What follows belongs to an exercise in optimizing a design on an open flow for small area; a production flow would make more cautious choices. In this exercise RTL edits were held to simulation tests only and were not proved equivalent to the original. Power is estimated from default activity; no workload was simulated.

$ cat flow/run.sh
#!/bin/bash
# The standard flow's layout with four changes:
#  - synthesis is the standard synthesis script, except that ABC maps the
#    logic with an area-oriented script (flow/abc_area.script); registers,
#    their names and cells are as in the standard synthesis;
#  - the smallest buffer on every input and output port;
#  - a clock tree without dummy loads;
#  - after floorplanning, every combinational cell swapped to the smallest
#    cell of its function (the later repair steps upsize where needed).
# Each step logs to its own file in this folder.
set -euo pipefail
export BUFFER_PORTS_ARGS="-buffer_cell sky130_fd_sc_hd__buf_1"
export CTS_ARGS="-sink_clustering_enable -repair_clock_nets -dont_use_dummy_load -buf_list sky130_fd_sc_hd__clkbuf_4 -sink_clustering_size 12 -sink_clustering_max_diameter 40"
HERE=$PWD
{
  echo "proc abc {args} { set i [lsearch \$args -script]; if {\$i >= 0} { lset args [expr {\$i + 1}] $HERE/flow/abc_area.script }; yosys abc {*}\$args }"
  cat synth_recipe.tcl
} > own_synth.tcl
sed "s|SYNTH_SCRIPT=[^ ]*|SYNTH_SCRIPT=$HERE/own_synth.tcl|" standard.sh > own_standard.sh
bash own_standard.sh synth > synth.log 2>&1
bash own_standard.sh floorplan > floorplan.log 2>&1
RES=orfs/results/$FLOW_PLATFORM/cpu_top/base
LIB_FILE=$FLOW_HOME/platforms/$FLOW_PLATFORM/lib/sky130_fd_sc_hd__tt_025C_1v80.lib \
ODB_IN=$RES/2_floorplan.odb ODB_OUT=$RES/2_floorplan.odb \
  openroad -no_init -exit flow/downsize.tcl > downsize.log 2>&1
bash own_standard.sh finish > finish.log 2>&1
$ cat flow/abc_area.script
&get -n
&st
&syn2
&dch
&nf -a
&st
&syn2
&dch
&nf -a
&put
topo
stime -c
dnsize -c
$ cat flow/downsize.tcl
# Swap every combinational standard cell for the smallest-area cell of the same
# function (same base name, other drive strength); flip-flops are left alone.
# Later repair steps upsize again wherever slew, capacitance or timing need it.
read_db $::env(ODB_IN)
read_liberty $::env(LIB_FILE)
set db [ord::get_db]
set best [dict create]
foreach lib [$db getLibs] {
  foreach m [$lib getMasters] {
    set n [$m getName]
    if {![regexp {^(sky130_fd_sc_hd__[a-z0-9]+)_([0-9]+)$} $n -> base drive]} { continue }
    set area [expr {[$m getWidth] * [$m getHeight]}]
    if {![dict exists $best $base] || $area < [lindex [dict get $best $base] 1]} {
      dict set best $base [list $n $area]
    }
  }
}
set swapped 0
foreach inst [[ord::get_db_block] getInsts] {
  set m [$inst getMaster]
  set n [$m getName]
  if {![regexp {^(sky130_fd_sc_hd__[a-z0-9]+)_([0-9]+)$} $n -> base drive]} { continue }
  if {[regexp {^sky130_fd_sc_hd__(df|edf|sdf|dl|sdl|tap|fill|decap|conb|diode|clk)} $n]} { continue }
  if {![dict exists $best $base]} { continue }
  set b [lindex [dict get $best $base] 0]
  set area [expr {[$m getWidth] * [$m getHeight]}]
  if {$b ne $n && [lindex [dict get $best $base] 1] < $area} {
    replace_cell [$inst getName] $b
    incr swapped
  }
}
puts "downsize: swapped $swapped cells"
write_db $::env(ODB_OUT)
$ cat standard.sh
#!/bin/bash
# synth_recipe.tcl (not shown) runs the flow's synth.tcl, then flattens the netlist and writes it again
# the make line also repeats each setting of config.mk as NAME=value (left out here)
make -C /OpenROAD-flow-scripts/flow DESIGN_CONFIG=/design/flow/config.mk WORK_HOME=/design/flow/orfs CLKGATE_MAP_FILE= SYNTH_SCRIPT=/design/flow/synth_recipe.tcl "${@:-finish}"
$ cat config.mk
export PLATFORM = sky130hd
export DESIGN_NAME = cpu_top
export DESIGN_NICKNAME = cpu_top
export VERILOG_FILES = /design/flow/design.v
export SDC_FILE = /design/flow/constraint.sdc
export NUM_CORES = 4
export LEC_CHECK = 0
export CAP_MARGIN = 20
export CORE_MARGIN = 2
export CORE_UTILIZATION = 40
export SLEW_MARGIN = 20
export SYNTH_HIERARCHICAL = 1
$ cat constraint.sdc
create_clock -name core_clock -period 10.0 [get_ports {clk}]
set_input_delay 2.0000 -clock core_clock [delete_from_list [all_inputs] [get_ports {clk}]]
set_output_delay 2.0000 -clock core_clock [all_outputs]
set_load 0.01 [all_outputs]
$ cat design.v
`timescale 1ns/1ps
`default_nettype none
package cpu_pkg;
    localparam logic [3:0] OP_ADD  = 4'h0;
    localparam logic [3:0] OP_SUB  = 4'h1;
    localparam logic [3:0] OP_AND  = 4'h2;
    localparam logic [3:0] OP_OR   = 4'h3;
    localparam logic [3:0] OP_XOR  = 4'h4;
    localparam logic [3:0] OP_NOT  = 4'h5;
    localparam logic [3:0] OP_SLA  = 4'h6;
    localparam logic [3:0] OP_SRA  = 4'h7;
    localparam logic [3:0] OP_LI   = 4'h8;
    localparam logic [3:0] OP_LW   = 4'h9;
    localparam logic [3:0] OP_SW   = 4'hA;
    localparam logic [3:0] OP_BIZ  = 4'hB;
    localparam logic [3:0] OP_BNZ  = 4'hC;
    localparam logic [3:0] OP_HALT = 4'hD;
    localparam logic [3:0] OP_JMP  = 4'hE;
endpackage
`default_nettype wire
`timescale 1ns/1ps
`default_nettype none
module cpu_control (
    input  logic       clk,
    input  logic       rst,
    input  logic [3:0] op,           
    input  logic       ready,
    input  logic       t,            
    output logic [3:0] ph,
    output logic       init,
    output logic       fetch,
    output logic       rot1,
    output logic       rot2,
    output logic       mem,
    output logic       in_pc,
    output logic       halted
);
    localparam logic [2:0] S_INIT  = 3'd0;   
    localparam logic [2:0] S_FETCH = 3'd1;
    localparam logic [2:0] S_WAIT  = 3'd2;   
    localparam logic [2:0] S_ROT1  = 3'd3;   
    localparam logic [2:0] S_ROT2  = 3'd4;   
    localparam logic [2:0] S_MEM   = 3'd5;   
    localparam logic [2:0] S_PC    = 3'd6;   
    localparam logic [2:0] S_HALT  = 3'd7;
    logic [2:0] st;
    logic       ph15;
    assign ph15   = (ph == 4'd15);
    assign init   = (st == S_INIT);
    assign fetch  = (st == S_FETCH);
    assign rot1   = (st == S_ROT1);
    assign rot2   = (st == S_ROT2);
    assign mem    = (st == S_MEM);
    assign in_pc  = (st == S_PC);
    assign halted = (st == S_HALT);
    always_ff @(posedge clk or negedge rst) begin
        if (!rst) begin
            st <= S_INIT;
            ph <= 4'd0;
        end else begin
            ph <= ph + 4'd1;
            case (st)
                S_INIT:  if (ph15) st <= S_FETCH;
                S_FETCH: if (ready) begin
                    if (op == cpu_pkg::OP_LW)        st <= S_MEM;
                    else if (op == cpu_pkg::OP_HALT) st <= S_HALT;
                    else                             st <= S_WAIT;
                end
                S_WAIT:  if (ph15) st <= S_ROT1;
                S_ROT1:  if (ph15) st <= (op == cpu_pkg::OP_SW && !t) ? S_MEM : S_ROT2;
                S_ROT2:  if (ph15) st <= S_PC;
                S_MEM:   if (ready) st <= t ? S_WAIT : S_ROT2;
                S_PC:    if (ph15) st <= S_FETCH;
                default: st <= S_HALT;
            endcase
        end
    end
endmodule
`default_nettype wire
`timescale 1ns/1ps
`default_nettype none
module cpu_fetch_unit (
    input  logic        clk,
    input  logic        init,
    input  logic        fetch,
    input  logic        rot1,
    input  logic        rot2,
    input  logic        mem,
    input  logic        in_pc,
    input  logic [3:0]  ph,
    input  logic [15:0] mem_rdata,
    input  logic        a,           
    input  logic        sum,         
    input  logic        cout,
    input  logic        taken,
    output logic        t,
    output logic        c,
    output logic        immbit,
    output logic        w0,
    output logic        w1,
    output logic        pc0,
    output logic [7:0]  mem_addr,
    output logic [15:0] mem_wdata,
    output logic        mem_we
);
    logic [7:0]  pc;
    logic [7:0]  imm;
    logic [15:0] w;
    logic        ldsel;      
    assign ldsel  = mem | (rot1 & t);
    assign immbit = ph[3] ? imm[7] : imm[ph[2:0]];
    assign w0     = w[0];
    assign w1     = w[1];
    assign pc0    = pc[0];
    assign mem_addr  = ldsel ? imm : pc;
    assign mem_wdata = w;
    assign mem_we    = mem & ~t;
    always_ff @(posedge clk) begin
        if (fetch) imm <= mem_rdata[7:0];
        if (init || (in_pc && !ph[3])) pc <= {sum & ~init, pc[7:1]};
        if (rot1 || rot2) w <= {(rot1 & t) ? mem_rdata[ph] : a, w[15:1]};
        c <= cout;
        if (fetch)     t <= (mem_rdata[15:12] == cpu_pkg::OP_LW);
        else if (rot2) t <= taken;
    end
endmodule
`default_nettype wire
`timescale 1ns/1ps
`default_nettype none
module cpu_regfile (
    input  logic        clk,
    input  logic [3:0]  we_lo,    
    input  logic [3:0]  we_hi,    
    input  logic        wbit,     
    input  logic [3:0]  ra,       
    output logic        a         
);
    logic [15:0] regs [16];
    logic [15:0] cur;
    always_ff @(posedge clk) begin
        for (int i = 0; i < 16; i++) begin
            regs[i] <= {(we_lo[i % 4] & we_hi[i / 4]) ? wbit : regs[i][0], regs[i][15:1]};
        end
    end
    always_comb begin
        for (int i = 0; i < 16; i++) cur[i] = regs[i][0];
    end
    assign a = cur[ra];
endmodule
`default_nettype wire
`timescale 1ns/1ps
`default_nettype none
module cpu_execute (
    input  logic [3:0] op,
    input  logic       init,
    input  logic       in_pc,
    input  logic       ph0,
    input  logic       ph15,
    input  logic       a,        
    input  logic       w0,       
    input  logic       w1,       
    input  logic       immbit,   
    input  logic       pc0,      
    input  logic       t,        
    input  logic       c,        
    output logic       sum,
    output logic       cout,
    output logic       wbit,     
    output logic       taken     
);
    logic is_sub, is_br, is_logic, is_or, xa, xb, cin, cinit;
    assign is_sub   = (op == cpu_pkg::OP_SUB);
    assign is_br    = (op == cpu_pkg::OP_BIZ) | (op == cpu_pkg::OP_BNZ);
    assign is_logic = ~in_pc & (op >= cpu_pkg::OP_AND) & (op <= cpu_pkg::OP_NOT);
    assign is_or    = (op == cpu_pkg::OP_OR);
    assign xa = in_pc ? pc0 : a;
    always_comb begin
        if (in_pc)                                            xb = t & immbit;
        else if (is_br || op == cpu_pkg::OP_NOT)              xb = 1'b1;
        else if (op == cpu_pkg::OP_SLA)                       xb = a;
        else                                                  xb = w0 ^ is_sub;
    end
    assign cinit = in_pc | is_sub | is_or;
    assign cin   = (ph0 | is_logic) ? cinit : c;
    assign sum   = xa ^ xb ^ cin;
    assign cout  = (xa & xb) | (xa & cin) | (xb & cin);
    logic whi, wlo;
    assign whi = op[0] ? w0 : immbit;                                    
    always_comb begin
        if (op[2:0] == 3'd7)       wlo = ph15 ? w0 : w1;                 
        else if (op[2:1] == 2'b01) wlo = cout;                           
        else                       wlo = sum;
    end
    assign wbit = ~init & (op[3] ? whi : wlo);
    assign taken = (op == cpu_pkg::OP_JMP) | ((op == cpu_pkg::OP_BIZ) & ~cout)
                 | ((op == cpu_pkg::OP_BNZ) & cout);
endmodule
`default_nettype wire
`timescale 1ns/1ps
`default_nettype none
module cpu_top (
    input  logic                   clk,
    input  logic                   rst,
    output logic [8-1:0] mem_addr,
    output logic [16-1:0] mem_wdata,
    output logic                   mem_we,
    output logic                   mem_req_valid,
    input  logic                   mem_req_ready,
    input  logic [16-1:0] mem_rdata,
    output logic                   halted
);
    logic [3:0] ph;
    logic       init, fetch, rot1, rot2, mem, in_pc;
    logic       t, c, immbit, w0, w1, pc0, sum, cout, wbit, taken, a;
    logic [3:0] op;
    logic [3:0] ra;
    logic [3:0] we_lo, we_hi;
    logic       wr;
    assign op = mem_rdata[15:12];
    assign mem_req_valid = fetch | mem;
    cpu_control control_inst (
        .clk    (clk),
        .rst    (rst),
        .op     (op),
        .ready  (mem_req_ready),
        .t      (t),
        .ph     (ph),
        .init   (init),
        .fetch  (fetch),
        .rot1   (rot1),
        .rot2   (rot2),
        .mem    (mem),
        .in_pc  (in_pc),
        .halted (halted)
    );
    cpu_fetch_unit fetch_inst (
        .clk       (clk),
        .init      (init),
        .fetch     (fetch),
        .rot1      (rot1),
        .rot2      (rot2),
        .mem       (mem),
        .in_pc     (in_pc),
        .ph        (ph),
        .mem_rdata (mem_rdata),
        .a         (a),
        .sum       (sum),
        .cout      (cout),
        .taken     (taken),
        .t         (t),
        .c         (c),
        .immbit    (immbit),
        .w0        (w0),
        .w1        (w1),
        .pc0       (pc0),
        .mem_addr  (mem_addr),
        .mem_wdata (mem_wdata),
        .mem_we    (mem_we)
    );
    cpu_execute execute_inst (
        .op     (op),
        .init   (init),
        .in_pc  (in_pc),
        .ph0    (ph == 4'd0),
        .ph15   (ph == 4'd15),
        .a      (a),
        .w0     (w0),
        .w1     (w1),
        .immbit (immbit),
        .pc0    (pc0),
        .t      (t),
        .c      (c),
        .sum    (sum),
        .cout   (cout),
        .wbit   (wbit),
        .taken  (taken)
    );
    always_comb begin
        if (rot1 && op <= cpu_pkg::OP_XOR)
            ra = mem_rdata[3:0];
        else if (op == cpu_pkg::OP_SW || op == cpu_pkg::OP_BIZ || op == cpu_pkg::OP_BNZ)
            ra = mem_rdata[11:8];
        else
            ra = mem_rdata[7:4];
    end
    assign wr = rot2 & (op <= cpu_pkg::OP_LW);
    always_comb begin
        for (int i = 0; i < 4; i++) begin
            we_lo[i] = init | (wr & (mem_rdata[9:8] == 2'(i)));
            we_hi[i] = init | (mem_rdata[11:10] == 2'(i));
        end
    end
    cpu_regfile regfile_inst (
        .clk   (clk),
        .we_lo (we_lo),
        .we_hi (we_hi),
        .wbit  (wbit),
        .ra    (ra),
        .a     (a)
    );
endmodule
`default_nettype wire
==> results of run 1 <==
## how the worst max path moves through the flow
stage,start,end,slack (ns)
3_3_place_gp,mem_rdata[14],regfile_inst.regs[0][15],3.16
4_1_cts,mem_rdata[13],regfile_inst.regs[9][15],3.48
3_5_place_dp,mem_rdata[13],regfile_inst.regs[6][15],2.85
5_1_grt,mem_rdata[13],regfile_inst.regs[9][15],2.82
6_report,mem_rdata[14],regfile_inst.regs[9][15],3.36
2_1_floorplan,mem_rdata[13],regfile_inst.regs[0][15],4.06
## sequential cells by signal (all words and copies together), names as in the netlist
signal	cells
regfile_inst.regs	256
fetch_inst.w	16
fetch_inst.imm	8
fetch_inst.pc	8
control_inst.ph	4
control_inst.st	3
fetch_inst.c	1
fetch_inst.t	1
## kinds of logic (layout without fill, tap and decap cells)
group                    after synthesis  in the layout  share of synthesized area (%)
AO/OA/AOI/OAI                         60             60                           5.04
XOR/XNOR                               3              3                          0.342
adder cells (fa/ha/maj)                2              2                          0.423
buffers and inverters                 14             92                          0.781
flip-flops                           297            297                           82.0
multiplexers                          40             40                           6.90
AND/OR/NAND/NOR                       70             70                           4.47
## modules after synthesis (local to each module, per instance)
module / cell area [um^2] / cells / flops+latches / copies in the design
cpu_regfile: 5480 / 296 / 256 / 1
cpu_fetch_unit: 1380 / 77 / 34 / 1
cpu_control: 388 / 44 / 7 / 1
cpu_top: 229 / 37 / 0 / 1
cpu_execute: 213 / 32 / 0 / 1
## metal layers
layer	vias up	global-route usage [%]
met5	-	0
li1	1824	-
met4	0	5.47
met1	1768	16.4
met2	102	17.8
met3	36	3.62
## stage by stage
| step | total power [mW] | utilization [%] | std cells | setup WS, ns |
|---|---|---|---|---|
| after floorplan | 1.85 | - | 486 | 4.06 |
| after global placement | 1.97 | 43.4 | 763 | 3.16 |
| after detailed placement | 1.99 | 43.4 | 763 | 2.85 |
| after CTS | 2.48 | 44.8 | 798 | 3.48 |
| after global routing | 2.60 | 44.8 | 798 | 2.82 |
| final | 2.44 | 44.8 | 798 | 3.36 |
## power groups by stage
stage	Clock, mW	Combinational (mW)	Sequential [mW]
2_1_floorplan	0	0.225	1.63
3_3_place_gp	0	0.311	1.66
3_5_place_dp	0	0.320	1.67
4_1_cts	0.516	0.321	1.64
5_1_grt	0.566	0.359	1.67
6_report	0.488	0.319	1.64
## critical path: cells and delay by family
family | cells | cell delay, ns
muxes | 3 | 0.99
AOI/OAI and AO/OA | 8 | 2.30
and+or+nand+nor | 2 | 0.97
buffers and inverters | 1 | 0.39
adders and majority gates | 1 | 0.49
## cell usage after synthesis (8+ instances only)
| library cell | instances |
|---|---|
| mux4_2 | 8 |
| a21oi_1 | 14 |
| mux2_1 | 24 |
| edfxtp_1 | 33 |
| nor2_1 | 9 |
| nand2_1 | 25 |
| o21ai_0 | 13 |
| clkinv_1 | 12 |
| mux2i_1 | 8 |
| dfxtp_1 | 257 |
## area by class of cell
type	count	area share, %
Clock buffer	35	3.13
Inverter	12	0.536
Multi-Input combinational cell	175	15.8
Sequential cell	297	75.1
Tap cell	234	3.48
Timing Repair Buffer	45	2.01
==> impl_results.md, run 1 <==
* H-tree levels at 2
* Critical Path End Type: flop
* Routed via count at 3,730
* Area of the multi-input gates at 1330 um^2
* Die Y at 143 um
* Slew Viols, Final at 0
* P per Cell Area at 291 nW/um^2
* FF+latch count, synth at 297
* Hpwl dp at 7710 um
* Max Cap Violations at 0
* Status: finished clean
* 1st-pass router iterations at 4
* Critical path cell sequence: buf_1, o21ai_0, and2_0, o31ai_1, mux4_2, mux2i_1, a22oi_1, o32ai_1, a21oi_1, a32oi_1, fa_1, o21ai_0, a31oi_1, nor2_1, mux2_1
* Worst hold path class: flop to flop
* Ys async rst share at 2.36%
* Cell repeated most along the worst path: o21ai_0
* P_sw at 0.628 mW
* Fillers at 1,691
* Largest net degree at the start of global routing at 17
* Hold endpoint: regfile_inst.regs[15][12]
* Cell Int Power at 1.82 mW
* Initial core utilization at 41.0%
* Root buffer cell: clkbuf_4
* Share of layout cells above drive strength 1 at 7.80%
* Max Fanout on Critical Path at 16
* Most frequent cells in the layout: 257 x dfxtp_1, 45 x buf_1, 35 x clkbuf_4
* Met3 WL at 698 um
* Final setup TNS at 0 ns
* Metal2 WL at 4800 um
* Worst hold margin at 0.282 ns
* RSZ-0062 raised after global routing: false
* Combinational Power Share at 13.0%
* GRT Total Usage at 12.1%
* R2r setup slk at 4.72 ns
* Worst R2R End: regfile_inst.regs[9][15]
* Sequential area share after synthesis at 82.0%
* Final setup fails at 0
* Clock Path Buffers at 3
* Required @ worst endpoint at 10.50 ns
* Core ar. at 18,800 um^2
* Grt ovf at 0
* DRT antenna net count at 0
* Nets at 587
* Initial DRC count at 216
* Sink Count at 297
* Crit path launch type: primary input
* Distinct cells, synth at 42
* Start of the worst register-to-register path: control_inst.st[0]
* Tcrit/Tclk final at 66.4%
* Clock power share at 19.9%
* Skew-Pair Late Insertion Delay at 0.62 ns
* Worst hold stages at 0
* Post-CTS resize count at 0
* Post-CTS setup repair buffer count at 0
* DP Area at 8140 um^2
* Die width at 143 um
* Post-synth EDFFs at 33
* Initial antenna violation count at 0
* DRT Wirelength at 11,800 um
* Cell taking the most area after synthesis: dfxtp_1
* FMAX at 151 MHz
* Kind of critical path: primary input to flop
* Mapped Nets at 507
* Top cells by area, synth: dfxtp_1 67%, edfxtp_1 13%, mux2_1 3.5%, mux4_2 2.3%, dfrtp_1 2.3%
* Static Leak at 3.21 nW
* CTS Hold Bufs at 0
* FF-to-FF path depth at 15
* Slowest library cell on the worst path: o31ai_1
* Sw frac at 25.7%
* CTS Buf Count at 35
* Cell area after layout at 8410 um^2
* Syn_area_per_cell at 15.8 um^2
* TritonCTS clock tree: done
* DRC at 0
* Final Skew at 0.0895 ns
* Post-synth top flop: dfxtp_1
* Port Buffers at 45
* Final GP Congestion at 0.785
* Worst EP arrival at 7.14 ns
* Flop pwr share at 67.0%
* Routed len/inst at 14.7 um
* Die area at 20,400 um^2
* Synth warn at 12
* Min Tclk post-route at 6.64 ns
* Max Used Layer: met4
* Rel. slew slack at 34.9%
* Num rows at 50
* CP max stage delay at 0.80 ns
* Vias in the first global route at 3,736
* Layout area overhead at 9.29%
* Mapped Area at 7690 um^2
* Most common cell after layout, fill and taps aside: dfxtp_1
* Via density at 4.67
* Register Area at 6310 um^2
* Clock Pin Slew Worst Setup and Hold Paths at 0.11 ns
* Hold Crit Start: regfile_inst.regs[15][13]
* IO Count at 46
* Share of the synthesized area in the top cell type at 66.9%
* N_diodes at 0
* Synthesized instance count at 486
* DRT met1 WL at 5890 um
* Wire length of the first global-routing pass at 19,000 um
* Worst-Margin Slew at 0.973 ns
* Worst vdd ir at 0.177 mV
* Final Hold Fails at 0
==> run 2, diff against run 1 <==
==> flow/abc_area.script (replaced) <==
strash
dch
map -a
topo
stime -c
dnsize -c
==> impl_results.md, run 2 <==
* Num rows at 50 (unchanged)
* Post-CTS resize count at 0 (unchanged)
* CTS Buf Count at 36 (+2.9%)
* Wire length of the first global-routing pass at 19,900 um (+4.5%)
* Cell Int Power at 2.03 mW (+12%)
* Slowest library cell on the worst path: o211ai_1
* Post-synth top flop: dfxtp_1
* Hold Crit Start: regfile_inst.regs[3][5]
* Largest register FFs at 256 (unchanged)
* Routed len/inst at 14.5 um (-1.5%)
* Clock power share at 17.5% (-2.4 points)
* Initial antenna violation count at 0 (unchanged)
* Mapped Area at 7640 um^2 (-0.65%)
* Final GP Congestion at 0.908 (+16%)
* Largest net degree at the start of global routing at 20 (+3)
* Worst-Margin Slew at 1.02 ns (+0.0432 ns)
* TritonCTS clock tree: done
* Most frequent cells in the layout: 257 x dfxtp_1, 45 x buf_1, 37 x clkinv_1
* Most flops, register: regfile_inst.regs
* Fillers at 1,698 (+0.41%)
* Worst EP arrival at 7.08 ns (-0.06 ns)
* Critical Path End Type: flop
* Final Skew at 0.103 ns (+0.0137 ns)
* CP max stage delay at 0.55 ns (-0.25 ns)
* Pre-CTS setup slack at 2.90 ns (+0.0481 ns)
* Post-synth EDFFs at 33 (unchanged)
* Finished Core Util at 44.8% (about the same)
* Most numerous cell in the Yosys netlist: dfxtp_1
* Static Leak at 3.21 nW (-0.13%)
* Final setup TNS at 0 ns (unchanged)
* Sw frac at 27.0% (+1.3 points)
* Final setup fails at 0 (unchanged)
* FF+latch count, synth at 297 (unchanged)
* Syn_area_per_cell at 14.0 um^2 (-11%)
* Top cells by area, synth: dfxtp_1 67%, edfxtp_1 13%, dfrtp_1 2.3%, o21ai_0 1.9%, a31oi_1 1.9%
* P_sw at 0.752 mW (+20%)
* Port Buffers at 45 (unchanged)
* Worst R2R End: regfile_inst.regs[1][15]
* Kind of critical path: primary input to flop
* Max Cap Violations at 0 (unchanged)
* Synth warn at 12 (unchanged)
* RSZ-0062 raised after global routing: false
* Hpwl dp at 8370 um (+8.6%)
* Nets at 649 (+11%)
* Rel. slew slack at 31.6% (-3.2 points)
* Final Power at 2.79 mW (+14%)
* Die area at 20,200 um^2 (-0.63%)
* Worst hold stages at 0 (unchanged)
* Clock Path Buffers at 3 (unchanged)
* Distinct cells, synth at 35 (-17%)
* Status: finished clean
* P per Cell Area at 333 nW/um^2 (+14%)
* DRT Wirelength at 12,500 um (+6.1%)
* Clock Pin Slew Worst Setup and Hold Paths at 0.11 ns (about the same)
* Flop pwr share at 67.5% (+0.5 points)
* Hold endpoint: regfile_inst.regs[3][4]
* Mapped Nets at 566 (+12%)
* Min Tclk post-route at 6.58 ns (-0.0532 ns)
* H-tree levels at 2 (unchanged)
* Worst vdd ir at 0.158 mV (-10%)
* Cell repeated most along the worst path: clkinv_1
* Die Y at 142 um (-0.32%)
* DRT antenna net count at 0 (unchanged)
* Combinational Power Share at 14.9% (+1.9 points)
* Layout area overhead at 9.61%
* Sink Count at 297 (unchanged)
* Critical path cell sequence: buf_1, clkinv_1, o211ai_1, nor2_1, a31oi_1, clkinv_1, nor2_1, o32ai_1, o221ai_1, o21ai_0, nand2_1, o2111ai_1, o21ai_0, fa_1, a21oi_1, a221oi_1, nor4_1, clkinv_1, a31oi_1
* Required @ worst endpoint at 10.50 ns (about the same)
* Initial core utilization at 40.9% (-0.13 points)
* Share of layout cells above drive strength 1 at 8.15% (+0.35 points)
* Skew-Pair Late Insertion Delay at 0.63 ns (about the same)
* Setup WS post-layout at 3.42 ns (+0.0532 ns)
* Most frequent cells after synthesis: 257 x dfxtp_1, 37 x clkinv_1, 37 x nor2_1
* Max Fanout on Critical Path at 16 (unchanged)
* R2r setup slk at 4.71 ns (about the same)
* Routed via count at 4,137 (+11%)
* Start of the worst register-to-register path: control_inst.st[1]
* Die width at 142 um (-0.32%)
* Sequential area share after synthesis at 82.6% (+0.54 points)
* Crit path launch type: primary input
* FF-to-FF path depth at 19 (+4)
* N_diodes at 0 (unchanged)
* Grt ovf at 0 (unchanged)
* Synthesized instance count at 545 (+12%)
* Slew Viols, Final at 0 (unchanged)
* Root buffer cell: clkbuf_4
* Share of the synthesized area in the top cell type at 67.3% (+0.44 points)
* 1st-pass router iterations at 5 (+1)
* Vias in the first global route at 3,986 (+6.7%)
* Worst hold margin at 0.295 ns (+0.0128 ns)
* Tcrit/Tclk final at 65.8% (-0.53 points)
* Most common cell after layout, fill and taps aside: dfxtp_1
* Worst hold path class: flop to flop
* Core ar. at 18,700 um^2 (-0.33%)
* IO Count at 46 (unchanged)
* Initial DRC count at 286 (+32%)
* Via density at 4.81 (+2.9%)
* Regs by FF count: regfile_inst.regs: 256 flops, fetch_inst.w: 16 flops
* FMAX at 152 MHz (+0.81%)
* GRT Total Usage at 12.7% (+0.61 points)
* Cell taking the most area after synthesis: dfxtp_1
* Final Hold Fails at 0 (unchanged)
* CTS Hold Bufs at 0 (unchanged)
* DRC at 0 (unchanged)
* Ys async rst share at 2.36% (unchanged)
* Post-CTS setup repair buffer count at 0 (unchanged)
run 2: logic make-up after synthesis:
family	after synthesis	share of synthesized area (%)
flip-flops	297	82.6
AO/OA/AOI/OAI	103	8.27
AND/OR/NAND/NOR	93	5.19
buffers and inverters	39	2.01
multiplexers	9	1.29
XOR/XNOR	2	0.229
adder cells (fa/ha/maj)	2	0.426
run 2: worst max-delay path by stage:
stage | from | endpoint | slack (ns) | cells past startpoint
after global placement | mem_rdata[14] | regfile_inst.regs[12][15] | 3.37 | 19
final | mem_rdata[14] | regfile_inst.regs[1][15] | 3.42 | 19
after CTS | mem_rdata[14] | regfile_inst.regs[1][15] | 3.52 | 19
after floorplan | mem_rdata[14] | regfile_inst.regs[0][15] | 4.37 | 18
after detailed placement | mem_rdata[14] | regfile_inst.regs[1][15] | 2.90 | 19
after global routing | mem_rdata[14] | regfile_inst.regs[3][15] | 2.91 | 19
run 2: power by group through the flow:
stage                     combinational (mW)  sequential, mW  clock (mW)
after floorplan                        0.275            1.86           0
after global placement                 0.404            1.90           0
after detailed placement               0.413            1.91           0
after CTS                              0.415            1.89       0.519
after global routing                   0.467            1.93       0.562
final                                  0.416            1.88       0.488
run 2: routing by layer:
metal / GRT usage [%] / vias to the layer above / share of wire [%]
li1: - / 2019 / -
met1: 17.2 / 1945 / 49
met2: 18.6 / 140 / 42
met3: 3.26 / 33 / 6.3
met4: 6.95 / 0 / 2.8
met5: 0 / - / 0
run 2: critical path, delay by kind of cell:
family,cells,cell delay [ns]
AOI/OAI and AO/OA,10,2.53
adders and majority gates,1,0.48
and+or+nand+nor,4,0.64
buffers and inverters,4,1.41
run 2: metrics by stage:
stage                     cell area [um^2]  cells
after floorplan                       7640    545
after global placement                8100    824
after detailed placement              8100    824
after CTS                             8370    860
after global routing                  8380    860
final                                 8380    860
run 2: layout make-up:
cell class	instances	area [um^2]	share of cell area, %
Inverter	37	139	1.66
Tap cell	234	293	3.50
Multi-Input combinational cell	209	1180	14.1
Clock buffer	36	270	3.23
Sequential cell	297	6310	75.3
Timing Repair Buffer	47	184	2.20
run 2: per-module statistics from Yosys (local to each module, per instance):
module	flops+latches	cells inside	times used	area, um^2
cpu_execute	0	42	1	225
cpu_control	7	45	1	384
cpu_regfile	256	315	1	5440
cpu_fetch_unit	34	100	1	1390
cpu_top	0	43	1	206
==> run 3, diff against run 2 <==
--- a/flow/run.sh
+++ b/flow/run.sh
@@ -1,8 +1,9 @@
 #!/bin/bash
 # The standard flow's layout with four changes:
-#  - synthesis is the standard synthesis script, except that ABC maps the
-#    logic with an area-oriented script (flow/abc_area.script); registers,
-#    their names and cells are as in the standard synthesis;
+#  - synthesis is the standard synthesis script, except that ABC maps each
+#    module's logic with an area-oriented script (flow/abc_*.script, chosen
+#    per module below); registers, their names and cells are as in the
+#    standard synthesis;
 #  - the smallest buffer on every input and output port;
 #  - a clock tree without dummy loads;
 #  - after floorplanning, every combinational cell swapped to the smallest
@@ -13,7 +14,16 @@
 export CTS_ARGS="-sink_clustering_enable -repair_clock_nets -dont_use_dummy_load -buf_list sky130_fd_sc_hd__clkbuf_4 -sink_clustering_size 12 -sink_clustering_max_diameter 40"
 HERE=$PWD
 {
-  echo "proc abc {args} { set i [lsearch \$args -script]; if {\$i >= 0} { lset args [expr {\$i + 1}] $HERE/flow/abc_area.script }; yosys abc {*}\$args }"
+  cat <<TCL
+proc abc {args} {
+  set i [lsearch \$args -script]
+  foreach {mod scr} {cpu_regfile a cpu_control a cpu_top a cpu_execute b cpu_fetch_unit c} {
+    set a \$args
+    lset a [expr {\$i + 1}] $HERE/flow/abc_\$scr.script
+    yosys abc {*}\$a \$mod
+  }
+}
+TCL
   cat synth_recipe.tcl
 } > own_synth.tcl
 sed "s|SYNTH_SCRIPT=[^ ]*|SYNTH_SCRIPT=$HERE/own_synth.tcl|" standard.sh > own_standard.sh
==> flow/abc_a.script (new file) <==
strash
dc2
dch
map -a
topo
stime -c
dnsize -c
==> flow/abc_b.script (new file) <==
&get -n
&st
&syn2
&dch
&nf -a
&st
&syn2
&dch
&nf -a
&put
topo
stime -c
dnsize -c
==> flow/abc_c.script (new file) <==
strash
dch -f
amap
topo
stime -c
dnsize -c
removed: flow/abc_area.script
==> impl_results.md, run 3 <==
* Status: finished clean
* Final Skew at 0.0881 ns (-0.0151 ns)
* Nets at 625 (-3.7%)
* Mux share of post-synthesis cell area at 0.396% (-0.90 points)
* Final cell count without fillers at 836 (-2.8%)
* Stages on worst setup path at 19 (unchanged)
* Initial core utilization at 40.6% (-0.22 points)
* Layout area overhead at 9.56% (about the same)
* CTS Hold Bufs at 0 (unchanged)
* Post-CTS setup repair buffer count at 0 (unchanged)
* Vias in the first global route at 4,029 (+1.1%)
* Cell taking the most area after synthesis: dfxtp_1
* Area share of fa/ha/maj cells after synthesis at 0.429% (+0.0037 points)
* Largest net degree at the start of global routing at 17 (-15%)
* Core ar. at 18,600 um^2 (-0.33%)
* Slew Viols, Final at 0 (unchanged)
* Most frequent cells in the layout: 257 x dfxtp_1, 45 x buf_1, 36 x clkbuf_4
* Max Fanout on Critical Path at 16 (unchanged)
* Worst hold path class: flop to flop
* Slowest library cell on the worst path: a31oi_1
* Met2 usage in global routing at 18.6% (+0.039 points)
* Die Y at 142 um (-0.43%)
* Placed Instances at 800 (-2.9%)
* Most frequent cells after synthesis: 257 x dfxtp_1, 33 x edfxtp_1, 32 x nor2_1
* Mapped Nets at 543 (-4.1%)
* Kind of critical path: primary input to flop
* Simple-gate share of the synthesized area at 4.26% (-0.93 points)
* Synth Area in XOR/XNOR at 0.347% (+0.12 points)
* Syn_area_per_cell at 14.5 um^2 (+3.5%)
* Synthesized instance count at 522 (-4.2%)
* DP Area at 8030 um^2 (-0.91%)
* GR Util met3 at 3.51% (+0.25 points)
* P per Cell Area at 210 nW/um^2 (-37%)
* Clock Pin Slew Worst Setup and Hold Paths at 0.11 ns (about the same)
* Cell repeated most along the worst path: o21ai_0
* H-tree levels at 2 (unchanged)
* Worst-Margin Slew at 1.04 ns (+0.0256 ns)
* Buffers & Inverters on Critical Path at 3 (-1)
* Largest register FFs at 256 (unchanged)
* Crit path launch type: primary input
* Mapped Area at 7580 um^2 (-0.87%)
* RSZ-0062 raised after global routing: false
* Final Hold Fails at 0 (unchanged)
* Most numerous cell in the Yosys netlist: dfxtp_1
* Sink Count at 297 (unchanged)
* Most flops, register: regfile_inst.regs
* Worst EP arrival at 6.79 ns (-0.29 ns)
* Ys async rst share at 2.36% (unchanged)
* P_sw at 0.353 mW (-53%)
* Initial antenna violation count at 0 (unchanged)
* CP max stage delay at 0.58 ns (+0.03 ns)
* Skew-Pair Late Insertion Delay at 0.61 ns (-0.02 ns)
* Max Cap Violations at 0 (unchanged)
* Static Leak at 3.09 nW (-3.8%)
* IO Count at 46 (unchanged)
* DRC at 0 (unchanged)
* Final GP Congestion at 0.937 (+3.3%)
* Met1 GRT Util at 16.9% (-0.34 points)
* Critical Path End Type: flop
* Combinational Power Share at 2.4% (-13 points)
* Die width at 142 um (-0.43%)
* Fillers at 1,740 (+2.5%)
* Distinct cells, synth at 39 (+11%)
* Synth warn at 12 (unchanged)
* Most used routing layer: met2
* Cell Int Power at 1.39 mW (-32%)
* FF+latch count, synth at 297 (unchanged)
* Routed via count at 4,069 (-1.6%)
* Via density at 4.87 (+1.2%)
* TritonCTS clock tree: done
* Post-CTS resize count at 0 (unchanged)
* Worst hold stages at 0 (unchanged)
* Final setup TNS at 0 ns (unchanged)
* Port Buffers at 45 (unchanged)
* Cell area after layout at 8300 um^2 (-0.91%)
* GRT Total Usage at 12.6% (-0.12 points)
* Hpwl dp at 8230 um (-1.6%)
* Min Tclk post-route at 6.30 ns (-0.283 ns)
* Grt ovf at 0 (unchanged)
* Most common cell after layout, fill and taps aside: dfxtp_1
* Post-synth EDFFs at 33 (unchanged)
* Clock power share at 28.0% (+11 points)
* FMAX at 159 MHz (+4.5%)
* 1st-pass router iterations at 4 (-1)
* DRT antenna net count at 0 (unchanged)
* Rel. slew slack at 30.3% (-1.4 points)
* Required @ worst endpoint at 10.49 ns (about the same)
* DRT Wirelength at 12,300 um (-1.8%)
* Routed len/inst at 14.7 um (+1.1%)
* Share of the synthesized area in the top cell type at 67.9% (+0.59 points)
* Post-synth top flop: dfxtp_1
* Flop pwr share at 69.6% (+2.1 points)
* FF-to-FF path depth at 18 (-1)
* Final setup fails at 0 (unchanged)
* Sequential area share after synthesis at 83.3% (+0.72 points)
* Compound-gate portion of the synthesized area at 9.68% (+1.4 points)
* Regs by FF count: regfile_inst.regs: 256 flops, fetch_inst.w: 16 flops
* CTS Buf Count at 36 (unchanged)
* Wire length of the first global-routing pass at 19,800 um (-0.66%)
* Share of layout cells above drive strength 1 at 6.31% (-1.8 points)
* Die area at 20,100 um^2 (-0.85%)
* Initial DRC count at 223 (-22%)
* Root buffer cell: clkbuf_4
* Worst vdd ir at 0.126 mV (-20%)
* Critical path cell sequence: buf_1, o21ai_0, nor2_1, nand2_1, a31oi_1, clkinv_1, o21ai_0, o21ai_0, o221ai_1, o21ai_0, o32ai_1, a21oi_1, a32oi_1, fa_1, o21ai_0, a31oi_1, nor2_1, clkinv_1, a31oi_1
* Sw frac at 20.2% (-6.8 points)
* Num rows at 50 (unchanged)
* Delay-heaviest family, CP: compound AO/OA/AOI/OAI gates
* Tcrit/Tclk final at 63.0% (-2.8 points)
* Top cells by area, synth: dfxtp_1 68%, edfxtp_1 13%, dfrtp_1 2.3%, a31oi_1 2.1%, a21oi_1 1.6%
* Largest family of logic cells by synthesized area: compound AO/OA/AOI/OAI gates
* N_diodes at 0 (unchanged)
* Clock Path Buffers at 3 (unchanged)
-- run 3: path summary, 6_finish.rpt --
path,start,end,slack [ns]
worst max-delay path,mem_rdata[15],regfile_inst.regs[12][15],3.70
worst min-delay path,regfile_inst.regs[7][9],regfile_inst.regs[7][8],0.25
worst max register to register,control_inst.st[1],regfile_inst.regs[12][15],4.59
worst min register to register,regfile_inst.regs[7][9],regfile_inst.regs[7][8],0.25
max in group asynchronous,rst,control_inst.ph[3],8.35
min in group asynchronous,rst,control_inst.st[1],1.29
-- run 3: kinds of logic (layout without fill, tap and decap cells) --
group                      Yosys count  after routing
DFF                                297            297
AOI/OAI and AO/OA                  114            114
and+or+nand+nor                     73             73
buffers and inverters               30            110
xor gates and xnor gates             3              3
muxes                                3              3
adders and majority gates            2              2
-- run 3: per-module statistics from Yosys, one instance, submodules excluded --
module | area, um^2 | times used
cpu_control | 378 | 1
cpu_execute | 213 | 1
cpu_fetch_unit | 1350 | 1
cpu_regfile | 5440 | 1
cpu_top | 195 | 1
-- run 3: power by group through the flow --
stage                     Combinational (mW)  Sequential [mW]  Clock, mW
after global placement                0.0408             1.24          0
after detailed placement              0.0414             1.24          0
final                                 0.0419             1.21      0.489
after global routing                  0.0471             1.22      0.570
after CTS                             0.0417             1.22      0.519
after floorplan                       0.0258             1.24          0
-- run 3: stage by stage --
step                util [%]  power, mW  worst slack, ns  hold slack (ns)
finish                  44.5       1.75             3.70            0.248
floorplan                  -       1.27             4.31            0.310
CTS                     44.5       1.78             3.80            0.246
global placement        43.1       1.28             3.53            0.310
detailed placement      43.1       1.28             3.17            0.312
global route            44.5       1.83             3.15            0.239
-- run 3: layout make-up --
class	count	area, um^2	share of cell area (%)
Timing Repair Buffer	46	176	2.13
Multi-Input combinational cell	195	1140	13.8
Inverter	28	105	1.27
Sequential cell	297	6310	76.0
Clock buffer	36	270	3.26
Tap cell	234	293	3.53
-- run 3: routing by layer --
| metal | part of all wire [%] | vias up |
|---|---|---|
| li1 | - | 1970 |
| met1 | 48 | 1921 |
| met2 | 42 | 136 |
| met3 | 6.5 | 42 |
| met4 | 3.5 | 0 |
| met5 | 0 | - |
==> run 4, diff against run 3 <==
--- a/flow/run.sh
+++ b/flow/run.sh
@@ -13,11 +13,13 @@
 export BUFFER_PORTS_ARGS="-buffer_cell sky130_fd_sc_hd__buf_1"
 export CTS_ARGS="-sink_clustering_enable -repair_clock_nets -dont_use_dummy_load -buf_list sky130_fd_sc_hd__clkbuf_4 -sink_clustering_size 12 -sink_clustering_max_diameter 40"
 HERE=$PWD
+# ABC script per module: flow/abc_<letter>.script
+PLAN="cpu_top c"
 {
   cat <<TCL
 proc abc {args} {
   set i [lsearch \$args -script]
-  foreach {mod scr} {cpu_regfile a cpu_control a cpu_top a cpu_execute b cpu_fetch_unit c} {
+  foreach {mod scr} {$PLAN} {
     set a \$args
     lset a [expr {\$i + 1}] $HERE/flow/abc_\$scr.script
     yosys abc {*}\$a \$mod
--- a/config.mk
+++ b/config.mk
@@ -9,4 +9,4 @@
 export CORE_MARGIN = 2
 export CORE_UTILIZATION = 40
 export SLEW_MARGIN = 20
-export SYNTH_HIERARCHICAL = 1
+export SYNTH_HIERARCHICAL = 0
==> impl_results.md, run 4 <==
* Status: finished clean
* Initial core utilization at 40.6% (-0.058 points)
* Worst-Margin Slew at 0.892 ns (-0.150 ns)
* Routed len/inst at 14.9 um (+1.4%)
* Min Tclk post-route at 6.65 ns (+0.346 ns)
* Final setup TNS at 0 ns (unchanged)
* DP Area at 8000 um^2 (-0.36%)
* R2r setup slk at 5.04 ns (+0.45 ns)
* GRT Total Usage at 12.8% (+0.25 points)
* 1st-pass router iterations at 4 (unchanged)
* DRT Wirelength at 12,500 um (+1.7%)
* DRC at 0 (unchanged)
* Placed Instances at 802 (+0.25%)
* Tcrit/Tclk final at 66.5% (+3.5 points)
* Wire length of the first global-routing pass at 20,100 um (+1.6%)
* FF-to-FF path depth at 19 (+1)
* Num rows at 50 (unchanged)
* Final Power at 1.74 mW (-0.45%)
* Via density at 4.74 (-2.7%)
* Mux share of post-synthesis cell area at 0% (-0.40 points)
* Max Fanout on Critical Path at 16 (unchanged)
* TritonCTS clock tree: done
* Largest net degree at the start of global routing at 18 (+1)
* Worst hold stages at 0 (unchanged)
* Worst vdd ir at 0.138 mV (+9.4%)
* Critical Path End Type: flop
* CTS Buf Count at 36 (unchanged)
* Kind of critical path: primary input to flop
* Sequential area share after synthesis at 83.7% (+0.40 points)
* Post-CTS resize count at 0 (unchanged)
* FF+latch count, synth at 297 (unchanged)
* Most frequent cells in the layout: 257 x dfxtp_1, 56 x nor2_1, 45 x buf_1
* IO Count at 46 (unchanged)
* H-tree levels at 2 (unchanged)
* Cell repeated most along the worst path: nor2_1
* Static Leak at 3.07 nW (-0.68%)
* Die Y at 141 um (-0.23%)
* Mapped Area at 7540 um^2 (-0.48%)
* Slew Viols, Final at 0 (unchanged)
* Ys async rst share at 2.36% (unchanged)
* Most common cell after layout, fill and taps aside: dfxtp_1
* Rel. slew slack at 40.3% (+10 points)
* Simple-gate share of the synthesized area at 4.70% (+0.44 points)
* Skew-Pair Late Insertion Delay at 0.61 ns (about the same)
* Required @ worst endpoint at 10.45 ns (-0.04 ns)
* DRT antenna net count at 0 (unchanged)
* Sink Count at 297 (unchanged)
* Routed via count at 3,969 (-2.5%)
* Fillers at 1,728 (-0.69%)
* Layout area overhead at 9.71%
* Stages on worst setup path at 23 (+4)
* Clock Pin Slew Worst Setup and Hold Paths at 0.11 ns (about the same)
* Post-synth top flop: dfxtp_1
* Largest family of logic cells by synthesized area: compound AO/OA/AOI/OAI gates
* Slowest library cell on the worst path: o22ai_1
* Initial antenna violation count at 0 (unchanged)
* Vias in the first global route at 3,982 (-1.2%)
* Post-CTS setup repair buffer count at 0 (unchanged)
* Synthesized instance count at 523 (+0.19%)
* Largest register FFs at 256 (unchanged)
* Worst hold margin at 0.288 ns (+0.0396 ns)
* Critical path cell sequence: buf_1, clkinv_1, nand4_1, nand2_1, nor2_1, clkinv_1, nor2_1, a21oi_1, o22ai_1, clkinv_1, o22a_1, a221o_1, a22oi_1, nor2_1, a21oi_1, o2111ai_1, a32oi_1, fa_1, o221a_1, nor2_1, o21ai_0, buf_4, a21oi_1
* Die width at 141 um (-0.23%)
* Top cells by area, synth: dfxtp_1 68%, edfxtp_1 13%, nor2_1 2.8%, dfrtp_1 2.3%, a21oi_1 2.1%
* Distinct cells, synth at 30 (-23%)
* RSZ-0062 raised after global routing: false
* Worst EP arrival at 7.09 ns (+0.30 ns)
* Max Cap Violations at 0 (unchanged)
* Root buffer cell: clkbuf_4
* Synth warn at 6 (-6)
* Initial DRC count at 293 (+31%)
* Area share of fa/ha/maj cells after synthesis at 0.597% (+0.17 points)
* Final Skew at 0.0998 ns (+0.0116 ns)
* Synth Area in XOR/XNOR at 0% (-0.35 points)
* Mapped Nets at 545 (+0.37%)
* Crit path launch type: primary input
* Final Hold Fails at 0 (unchanged)
* Final setup fails at 0 (unchanged)
* Hpwl dp at 8390 um (+1.9%)
* Nets at 628 (+0.48%)
* Compound-gate portion of the synthesized area at 9.16% (-0.52 points)
* Post-synth EDFFs at 33 (unchanged)
* Die area at 20,000 um^2 (-0.47%)
* CTS Hold Bufs at 0 (unchanged)
* Most flops, register: regfile_inst.regs
* Cell taking the most area after synthesis: dfxtp_1
* P per Cell Area at 210 nW/um^2 (about the same)
* Delay-heaviest family, CP: compound AO/OA/AOI/OAI gates
* Core ar. at 18,600 um^2 (-0.34%)
* Share of the synthesized area in the top cell type at 68.2% (+0.33 points)
* Worst hold path class: flop to flop
* CP max stage delay at 0.55 ns (-0.03 ns)
* FMAX at 150 MHz (-5.2%)
* Final GP Congestion at 0.873 (-6.9%)
* Share of layout cells above drive strength 1 at 6.29% (-0.021 points)
* Regs by FF count: regfile_inst.regs: 256 flops, fetch_inst.w: 16 flops
* Most frequent cells after synthesis: 257 x dfxtp_1, 56 x nor2_1, 33 x clkinv_1, 33 x edfxtp_1, 31 x a21oi_1
* Buffers & Inverters on Critical Path at 5 (+2)
* Cell area after layout at 8270 um^2 (-0.35%)
* Most numerous cell in the Yosys netlist: dfxtp_1
* Final cell count without fillers at 838 (+0.24%)
* Syn_area_per_cell at 14.4 um^2 (-0.67%)
* N_diodes at 0 (unchanged)
* Clock Path Buffers at 3 (unchanged)
* Port Buffers at 45 (unchanged)
* Grt ovf at 0 (unchanged)
-- run 4: path summary, 6_finish.rpt --
check | from | to
max in group asynchronous | rst | control_inst.ph[1]
min in group asynchronous | rst | control_inst.st[0]
min reg2reg | regfile_inst.regs[2][2] | regfile_inst.regs[2][1]
max | mem_rdata[14] | regfile_inst.regs[5][15]
min | regfile_inst.regs[2][2] | regfile_inst.regs[2][1]
max reg2reg | control_inst.st[1] | regfile_inst.regs[5][15]
-- run 4: cell families after synthesis --
| family | Yosys count |
|---|---|
| flops | 297 |
| buf+inv | 35 |
| compound gates | 101 |
| fa+ha+maj | 3 |
| simple gates | 87 |
-- run 4: per-stage QoR --
step	setup slack, ns	utilization, %
after CTS	3.48	44.5
after global placement	3.11	43.1
final	3.35	44.5
after global routing	2.88	44.5
after floorplan	3.66	-
after detailed placement	2.93	43.1
-- run 4: layer usage --
metal  global-route usage, %  wire length [um]
met4                    4.79               231
met5                       0                 0
met3                    3.54               725
met2                    18.7              5300
met1                    18.3              6200
-- run 4: area by class of cell --
type	count	area (um^2)	area share, %
sequential	297	6310	76.3
clock buffer	36	270	3.27
multi-input combinational	191	1090	13.2
tap	234	293	3.54
inverter	33	124	1.50
timing repair buffer	47	184	2.22
-- run 4: report_power, final --
part           switching (mW)  internal (mW)  leakage, nW  total, mW
combinational          0.0278         0.0151        0.456     0.0429
sequential           0.000478           1.20         2.44       1.20
clock                   0.323          0.167        0.166      0.490
total                   0.351           1.39         3.07       1.74
==> run 5, diff against run 4 <==
--- a/config.mk
+++ b/config.mk
@@ -7,6 +7,6 @@
 export LEC_CHECK = 0
 export CAP_MARGIN = 20
 export CORE_MARGIN = 2
-export CORE_UTILIZATION = 40
+export CORE_UTILIZATION = 60
 export SLEW_MARGIN = 20
 export SYNTH_HIERARCHICAL = 0
==> impl_results.md, run 5 <==
* Max Fanout on Critical Path at 16 (unchanged)
* Wire length of the first global-routing pass at 20,000 um (-0.52%)
* TritonCTS clock tree: done
* Most frequent cells in the layout: 257 x dfxtp_1, 56 x nor2_1, 45 x buf_1
* Root buffer cell: clkbuf_4
* Die area at 13,500 um^2 (-32%)
* Die width at 116 um (-18%)
* Most numerous cell in the Yosys netlist: dfxtp_1
* RSZ-0062 raised after global routing: false
* Required @ worst endpoint at 10.55 ns (+0.10 ns)
* Grt ovf at 0 (unchanged)
* CTS Hold Bufs at 0 (unchanged)
* Critical Path End Type: flop
* Slowest library cell on the worst path: o22ai_1
* Cell repeated most along the worst path: nor2_1
* DRC at 0 (unchanged)
* H-tree levels at 1 (-1)
* Mapped Nets at 545 (unchanged)
* Area of the multi-input gates at 1090 um^2 (+0.34%)
* Initial core utilization at 62.0% (+21 points)
* Final setup TNS at 0 ns (unchanged)
* Layout area overhead at 8.06%
* Final setup fails at 0 (unchanged)
* Min Tclk post-route at 6.50 ns (-0.151 ns)
* Delay-heaviest family, CP: compound AO/OA/AOI/OAI gates
* Most frequent cells after synthesis: 257 x dfxtp_1, 56 x nor2_1, 33 x clkinv_1, 33 x edfxtp_1, 31 x a21oi_1
* Skew-Pair Late Insertion Delay at 0.64 ns (+0.03 ns)
* Worst EP arrival at 7.05 ns (-0.04 ns)
* Mapped Area at 7540 um^2 (unchanged)
* Top cells by area, synth: dfxtp_1 68%, edfxtp_1 13%, nor2_1 2.8%, dfrtp_1 2.3%, a21oi_1 2.1%
* Kind of critical path: primary input to flop
* P per Cell Area at 209 nW/um^2 (-0.56%)
* Largest net degree at the start of global routing at 18 (unchanged)
* Most flops, register: regfile_inst.regs
* Hpwl dp at 8360 um (-0.30%)
* Core ar. at 12,200 um^2 (-35%)
* FMAX at 154 MHz (+2.3%)
* Sequential area share after synthesis at 83.7% (unchanged)
* Share of the synthesized area in the top cell type at 68.2% (unchanged)
* 1st-pass router iterations at 4 (unchanged)
* Final GP Congestion at 0.912 (+4.5%)
* Share of layout cells above drive strength 1 at 5.52% (-0.77 points)
* Fillers at 889 (-49%)
* Post-CTS resize count at 0 (unchanged)
* Die Y at 116 um (-18%)
* Worst-Margin Slew at 0.937 ns (+0.0453 ns)
* IO Count at 46 (unchanged)
* Regs by FF count: regfile_inst.regs: 256 flops, fetch_inst.w: 16 flops
* GRT Total Usage at 19.4% (+6.6 points)
* Post-synth EDFFs at 33 (unchanged)
* Status: finished clean
* CTS Buf Count at 31 (-14%)
* Slew Viols, Final at 0 (unchanged)
* Max Cap Violations at 0 (unchanged)
* Syn_area_per_cell at 14.4 um^2 (unchanged)
* Routed len/inst at 16.2 um (+8.9%)
* Initial antenna violation count at 0 (unchanged)
* Worst hold path class: flop to flop
* Vias in the first global route at 3,948 (-0.85%)
* Initial DRC count at 209 (-29%)
* Clock Pin Slew Worst Setup and Hold Paths at 0.11 ns (about the same)
* Post-CTS setup repair buffer count at 0 (unchanged)
* DP Area at 7910 um^2 (-1.1%)
* DRT antenna net count at 0 (unchanged)
* Port Buffers at 45 (unchanged)
* N_diodes at 0 (unchanged)
* Ys async rst share at 2.36% (unchanged)
* DRT Wirelength at 12,400 um (-0.44%)
* Critical path cell sequence: buf_1, clkinv_1, nand4_1, nand2_1, nor2_1, clkinv_1, nor2_1, a21oi_1, o22ai_1, clkinv_1, o22a_1, a221o_1, a22oi_1, nor2_1, a21oi_1, o2111ai_1, a32oi_1, fa_1, o221a_1, nor2_1, o21ai_2, a21oi_1
* FF+latch count, synth at 297 (unchanged)
* Tcrit/Tclk final at 65.0% (-1.5 points)
* Clock Path Buffers at 3 (unchanged)
* Sink Count at 297 (unchanged)
* Most common cell after layout, fill and taps aside: dfxtp_1
* Crit path launch type: primary input
* Synth warn at 6 (unchanged)
* Distinct cells, synth at 30 (unchanged)
* Buffers & Inverters on Critical Path at 4 (-1)
* Final Hold Fails at 0 (unchanged)
* Synthesized instance count at 523 (unchanged)
* Worst vdd ir at 0.139 mV (+0.66%)
* Worst hold margin at 0.283 ns (-0.00524 ns)
* Cell area after layout at 8150 um^2 (-1.5%)
* Via density at 5.15 (+8.8%)
* Nets at 622 (-0.96%)
* Post-synth top flop: dfxtp_1
* Largest register FFs at 256 (unchanged)
* Final Power at 1.70 mW (-2.0%)
* Num rows at 40 (-20%)
* Register Area at 6310 um^2 (unchanged)
* Cell taking the most area after synthesis: dfxtp_1
* Final Skew at 0.0703 ns (-0.0294 ns)
* Rel. slew slack at 37.3% (-3.0 points)
* CP max stage delay at 0.54 ns (about the same)
* Static Leak at 3.04 nW (-0.86%)
* Routed via count at 3,946 (-0.58%)
[run 5: changes by cell type in the layout (fill, tap and decap cells not counted)]
cell / change
o21ai_0: -1
o21ai_2: +1
clkbuf_4: -5
buf_4: -1
[run 5: final timing paths]
check	start	depth (start not counted)	endpoint	slack (ns)
min in group asynchronous	rst	1	control_inst.ph[1]	1.25
worst max register to register	control_inst.st[1]	18	regfile_inst.regs[14][15]	5.09
worst min-delay path	regfile_inst.regs[13][5]	0	regfile_inst.regs[13][4]	0.28
worst max-delay path	mem_rdata[14]	22	regfile_inst.regs[14][15]	3.50
worst min register to register	regfile_inst.regs[13][5]	0	regfile_inst.regs[13][4]	0.28
max in group asynchronous	rst	1	control_inst.st[2]	8.39
[run 5: stage by stage]
stage	utilization, %	setup slack (ns)	instances
6_report	67.0	3.50	766
4_1_cts	67.0	3.32	766
3_5_place_dp	65.1	2.64	735
5_1_grt	67.0	2.98	766
2_1_floorplan	-	3.66	523
3_3_place_gp	65.1	3.00	735
[run 5: kinds of logic after synthesis]
family,Yosys count,share of synthesized area (%)
DFF,297,83.7
AOI/OAI and AO/OA,101,9.16
and+or+nand+nor,87,4.70
buffers and inverters,35,1.84
adders and majority gates,3,0.597
[run 5: worst register-to-register path: stages (launching register included)]
cell and delay [ns]:
dfrtp_1 0.44, nand2_1 0.12, nor2_1 0.08, o211ai_1 0.20
clkinv_1 0.24, o22ai_1 0.60, clkinv_1 0.41, o22a_1 0.30
a221o_1 0.32, a22oi_1 0.30, nor2_1 0.07, a21oi_1 0.12
o2111ai_1 0.12, a32oi_1 0.22, fa_1 0.48, o221a_1 0.27
nor2_1 0.12, o21ai_2 0.21, a21oi_1 0.21
[run 5: where the power goes]
group | internal (mW) | switching (mW) | total [mW]
registers | 1.20 | 0.000450 | 1.20
logic | 0.0145 | 0.0281 | 0.0426
clock network | 0.142 | 0.312 | 0.454
[run 5: per-layer routing]
metal,vias up,GRT usage (%),share of wire (%)
met5,-,0,0
met4,0,6.75,2.0
met3,25,4.46,5.1
met2,115,30.2,44
met1,1847,27.2,48
li1,1959,-,-
[run 5: final cells by class]
type,count,area share (%)
clock buffer,31,2.86
inverter,33,1.52
multi-input combinational,191,13.4
sequential,297,77.5
tap,168,2.58
timing repair buffer,46,2.17
==> run 6, diff against run 5 <==
--- a/design.v
+++ b/design.v
@@ -61,13 +61,10 @@
             ph <= ph + 4'd1;
             case (st)
                 S_INIT:  if (ph15) st <= S_FETCH;
-                S_FETCH: if (ready) begin
-                    if (op == cpu_pkg::OP_LW)        st <= S_MEM;
-                    else if (op == cpu_pkg::OP_HALT) st <= S_HALT;
-                    else                             st <= S_WAIT;
-                end
+                S_FETCH: if (ready) st <= (op == cpu_pkg::OP_HALT) ? S_HALT : S_WAIT;
                 S_WAIT:  if (ph15) st <= S_ROT1;
-                S_ROT1:  if (ph15) st <= (op == cpu_pkg::OP_SW && !t) ? S_MEM : S_ROT2;
+                S_ROT1:  if (ph15) st <= ((op == cpu_pkg::OP_SW || op == cpu_pkg::OP_LW) && !t)
+                                         ? S_MEM : S_ROT2;
                 S_ROT2:  if (ph15) st <= S_PC;
                 S_MEM:   if (ready) st <= t ? S_WAIT : S_ROT2;
                 S_PC:    if (ph15) st <= S_FETCH;
@@ -88,6 +85,7 @@
     input  logic        mem,
     input  logic        in_pc,
     input  logic [3:0]  ph,
+    input  logic [3:0]  op,
     input  logic [15:0] mem_rdata,
     input  logic        a,           
     input  logic        sum,         
@@ -96,6 +94,7 @@
     output logic        t,
     output logic        c,
     output logic        immbit,
+    output logic        offbit,
     output logic        w0,
     output logic        w1,
     output logic        pc0,
@@ -107,8 +106,15 @@
     logic [7:0]  imm;
     logic [15:0] w;
     logic        ldsel;      
+    logic        sext;       
+    logic [3:0]  bsel;
+    logic        mbit;
     assign ldsel  = mem | (rot1 & t);
-    assign immbit = ph[3] ? imm[7] : imm[ph[2:0]];
+    assign sext   = ph[3] & ~t & (op == cpu_pkg::OP_LI);
+    assign bsel   = {ph[3] & ~sext, ph[2:0] | {3{sext}}};
+    assign mbit   = mem_rdata[bsel];
+    assign immbit = mbit;
+    assign offbit = imm[0];
     assign w0     = w[0];
     assign w1     = w[1];
     assign pc0    = pc[0];
@@ -116,11 +122,12 @@
     assign mem_wdata = w;
     assign mem_we    = mem & ~t;
     always_ff @(posedge clk) begin
-        if (fetch) imm <= mem_rdata[7:0];
+        if ((rot1 && !t || in_pc) && !ph[3]) imm <= {mbit, imm[7:1]};
         if (init || (in_pc && !ph[3])) pc <= {sum & ~init, pc[7:1]};
-        if (rot1 || rot2) w <= {(rot1 & t) ? mem_rdata[ph] : a, w[15:1]};
+        if (rot1 || rot2) w <= {(rot1 & t) ? mbit : a, w[15:1]};
         c <= cout;
-        if (fetch)     t <= (mem_rdata[15:12] == cpu_pkg::OP_LW);
+        if (fetch)     t <= 1'b0;
+        else if (rot1 && ph == 4'd15) t <= t | (op == cpu_pkg::OP_LW);
         else if (rot2) t <= taken;
     end
 endmodule
@@ -160,6 +167,7 @@
     input  logic       w0,       
     input  logic       w1,       
     input  logic       immbit,   
+    input  logic       offbit,   
     input  logic       pc0,      
     input  logic       t,        
     input  logic       c,        
@@ -175,7 +183,7 @@
     assign is_or    = (op == cpu_pkg::OP_OR);
     assign xa = in_pc ? pc0 : a;
     always_comb begin
-        if (in_pc)                                            xb = t & immbit;
+        if (in_pc)                                            xb = t & offbit;
         else if (is_br || op == cpu_pkg::OP_NOT)              xb = 1'b1;
         else if (op == cpu_pkg::OP_SLA)                       xb = a;
         else                                                  xb = w0 ^ is_sub;
@@ -211,7 +219,7 @@
 );
     logic [3:0] ph;
     logic       init, fetch, rot1, rot2, mem, in_pc;
-    logic       t, c, immbit, w0, w1, pc0, sum, cout, wbit, taken, a;
+    logic       t, c, immbit, offbit, w0, w1, pc0, sum, cout, wbit, taken, a;
     logic [3:0] op;
     logic [3:0] ra;
     logic [3:0] we_lo, we_hi;
@@ -242,6 +250,7 @@
         .mem       (mem),
         .in_pc     (in_pc),
         .ph        (ph),
+        .op        (op),
         .mem_rdata (mem_rdata),
         .a         (a),
         .sum       (sum),
@@ -250,6 +259,7 @@
         .t         (t),
         .c         (c),
         .immbit    (immbit),
+        .offbit    (offbit),
         .w0        (w0),
         .w1        (w1),
         .pc0       (pc0),
@@ -267,6 +277,7 @@
         .w0     (w0),
         .w1     (w1),
         .immbit (immbit),
+        .offbit (offbit),
         .pc0    (pc0),
         .t      (t),
         .c      (c),
==> impl_results.md, run 6 <==
* Delay-heaviest family, CP: compound AO/OA/AOI/OAI gates
* Worst vdd ir at 0.149 mV (+7.3%)
* Worst EP arrival at 7.03 ns (-0.02 ns)
* Tcrit/Tclk final at 65.3% (+0.32 points)
* Pre-CTS setup slack at 2.98 ns (+0.345 ns)
* Fillers at 878 (-1.2%)
* Wire length of the first global-routing pass at 19,700 um (-1.1%)
* Routed via count at 3,956 (+0.25%)
* Num rows at 40 (unchanged)
* Most flops, register: regfile_inst.regs
* Vias in the first global route at 3,873 (-1.9%)
* Via density at 5.05 (-1.9%)
* Register Area at 6300 um^2 (-0.16%)
* CTS Buf Count at 30 (-3.2%)
* FF+latch count, synth at 297 (unchanged)
* Post-synth EDFFs at 32 (-3.0%)
* Synthesized instance count at 541 (+3.4%)
* Most frequent cells after synthesis: 258 x dfxtp_1, 68 x nor2_1, 39 x clkinv_1
* Largest register FFs at 256 (unchanged)
* Core ar. at 12,100 um^2 (-0.41%)
* TritonCTS clock tree: done
* Worst-Margin Slew at 0.828 ns (-0.109 ns)
* CP max stage delay at 0.59 ns (+0.05 ns)
* Regs by FF count: regfile_inst.regs: 256 flops, fetch_inst.w: 16 flops
* Nets at 639 (+2.7%)
* Ys async rst share at 2.36% (unchanged)
* Post-synth top flop: dfxtp_1
* Finished Core Util at 67.1% (+0.15 points)
* Post-CTS setup repair buffer count at 0 (unchanged)
* Min Tclk post-route at 6.53 ns (+0.0322 ns)
* Setup WS post-layout at 3.47 ns (-0.0322 ns)
* Skew-Pair Late Insertion Delay at 0.62 ns (-0.02 ns)
* Most common cell after layout, fill and taps aside: dfxtp_1
* Mapped Area at 7540 um^2 (about the same)
* Critical Path End Type: flop
* Root buffer cell: clkbuf_4
* Rel. slew slack at 44.6% (+7.3 points)
* Port Buffers at 45 (unchanged)
* Sink Count at 297 (unchanged)
* Clock Path Buffers at 3 (unchanged)
* 1st-pass router iterations at 5 (+1)
* Buffers & Inverters on Critical Path at 4 (unchanged)
* FMAX at 153 MHz (-0.49%)
* Initial core utilization at 62.2% (+0.23 points)
* Slowest library cell on the worst path: o22ai_1
* Final GP Congestion at 0.893 (-2.1%)
* N_diodes at 0 (unchanged)
* Die width at 116 um (about the same)
* Share of the synthesized area in the top cell type at 68.5% (+0.30 points)
* GRT Total Usage at 19.3% (-0.053 points)
* Synth warn at 6 (unchanged)
* Kind of critical path: primary input to flop
* DRT Wirelength at 12,700 um (+2.5%)
* Post-CTS resize count at 0 (unchanged)
* Critical path cell sequence: buf_1, nand2_1, o211ai_1, clkinv_1, o22ai_1, clkinv_1, a221oi_1, a31oi_1, o22ai_1, o22ai_1, a2111oi_0, o32a_1, fa_1, nor2b_1, a222oi_1, o21ai_0, buf_4, a21oi_1
* Sequential area share after synthesis at 83.6% (-0.091 points)
* Mapped Nets at 563 (+3.3%)
* H-tree levels at 1 (unchanged)
* Static Leak at 3.01 nW (-0.94%)
* Clock Pin Slew Worst Setup and Hold Paths at 0.11 ns (about the same)
* P per Cell Area at 208 nW/um^2 (-0.27%)
* Largest net degree at the start of global routing at 17 (-1)
* Cell taking the most area after synthesis: dfxtp_1
* Most numerous cell in the Yosys netlist: dfxtp_1
* Most frequent cells in the layout: 258 x dfxtp_1, 68 x nor2_1, 45 x buf_1
* Share of layout cells above drive strength 1 at 5.04% (-0.48 points)
* Final Power at 1.69 mW (-0.45%)
* Final Skew at 0.0519 ns (-0.0185 ns)
* IO Count at 46 (unchanged)
* Final Hold Fails at 0 (unchanged)
* Max Fanout on Critical Path at 16 (unchanged)
* DRC at 0 (unchanged)
* Slew Viols, Final at 0 (unchanged)
* Worst hold path class: flop to flop
* Status: finished clean
* DRT antenna net count at 0 (unchanged)
* Syn_area_per_cell at 13.9 um^2 (-3.4%)
* RSZ-0062 raised after global routing: false
* Final setup fails at 0 (unchanged)
* CTS Hold Bufs at 0 (unchanged)
* Required @ worst endpoint at 10.50 ns (-0.05 ns)
* Routed len/inst at 16.2 um (+0.27%)
* Cell repeated most along the worst path: o22ai_1
* Initial antenna violation count at 1 (+1)
* Hpwl dp at 8880 um (+6.2%)
* Die area at 13,500 um^2 (about the same)
* Crit path launch type: primary input
* Grt ovf at 0 (unchanged)
* Layout area overhead at 7.92%
* Die Y at 116 um (about the same)
* Final setup TNS at 0 ns (unchanged)
* Area of the multi-input gates at 1070 um^2 (-1.8%)
* Max Cap Violations at 0 (unchanged)
* Initial DRC count at 325 (+56%)
* Top cells by area, synth: dfxtp_1 69%, edfxtp_1 13%, nor2_1 3.4%, dfrtp_1 2.3%, a21oi_1 2.2%
* Distinct cells, synth at 29 (-3.3%)
run 6: cell count changes after synthesis, sizes merged, moves of 4 or more:
cell,previous run,this run
nor2,56,68
o22a,16,7
nand2,13,20
o22ai,14,21
clkinv,33,39
o21ai,6,11
nand3,5,1
run 6: cell families after synthesis:
kind of cell / synth area share, %
buffers and inverters: 2.14
and+or+nand+nor: 5.46
AOI/OAI and AO/OA: 8.19
DFF: 83.6
adders and majority gates: 0.598
run 6: final timing paths:
kind | from | endpoint | slack (ns) | cells after the start
max in group asynchronous | rst | control_inst.st[1] | 8.36 | 1
min in group asynchronous | rst | control_inst.st[0] | 1.29 | 1
hold reg to reg | regfile_inst.regs[0][15] | regfile_inst.regs[0][14] | 0.31 | 0
setup / recovery | mem_rdata[14] | regfile_inst.regs[10][15] | 3.47 | 18
hold / removal | regfile_inst.regs[0][15] | regfile_inst.regs[0][14] | 0.31 | 0
setup reg to reg | control_inst.st[0] | regfile_inst.regs[10][15] | 4.58 | 19
run 6: routing by layer:
| metal | track usage, % | up-vias | part of all wire [%] |
|---|---|---|---|
| met5 | 0 | - | 0.10 |
| met4 | 6.75 | 2 | 2.3 |
| met1 | 28.2 | 1809 | 48 |
| li1 | - | 1980 | - |
| met2 | 28.3 | 139 | 43 |
| met3 | 5.13 | 26 | 6.6 |
run 6: report_power, final:
| group | internal, mW | switching, mW |
|---|---|---|
| registers | 1.20 | 0.000639 |
| logic | 0.0152 | 0.0286 |
| clock network | 0.138 | 0.308 |
| total | 1.36 | 0.338 |
run 6: metrics by stage:
| stage | hold WS, ns | instances | area (um^2) |
|---|---|---|---|
| 3_3_place_gp | 0.310 | 753 | 7910 |
| 2_1_floorplan | 0.310 | 541 | 7540 |
| 5_1_grt | 0.316 | 783 | 8130 |
| 4_1_cts | 0.305 | 783 | 8130 |
| 6_report | 0.306 | 783 | 8130 |
| 3_5_place_dp | 0.312 | 753 | 7910 |
run 6: cell type report:
| class | count | share of cell area (%) |
|---|---|---|
| Sequential cell | 297 | 77.5 |
| Multi-Input combinational cell | 203 | 13.2 |
| Clock buffer | 30 | 2.77 |
| Tap cell | 168 | 2.58 |
| Timing Repair Buffer | 46 | 2.17 |
| Inverter | 39 | 1.80 |
run 6: worst register-to-register path, delay by kind of cell (launching register included):
| kind | cells | cell delay (ns) |
|---|---|---|
| buffers and inverters | 4 | 0.89 |
| AO/OA/AOI/OAI | 11 | 2.94 |
| AND/OR/NAND/NOR | 3 | 0.61 |
| adder cells (fa/ha/maj) | 1 | 0.46 |
| flip-flops | 1 | 0.37 |

Re-timed with assumed drivers on the ports (clkbuf_16 on the clock, buf_2 on other inputs), run 6 has 3.482 ns of setup slack against 3.473 ns with ideal ports, and 2.851 ns once port delays also move by the mid clock arrival of 0.631 ns.
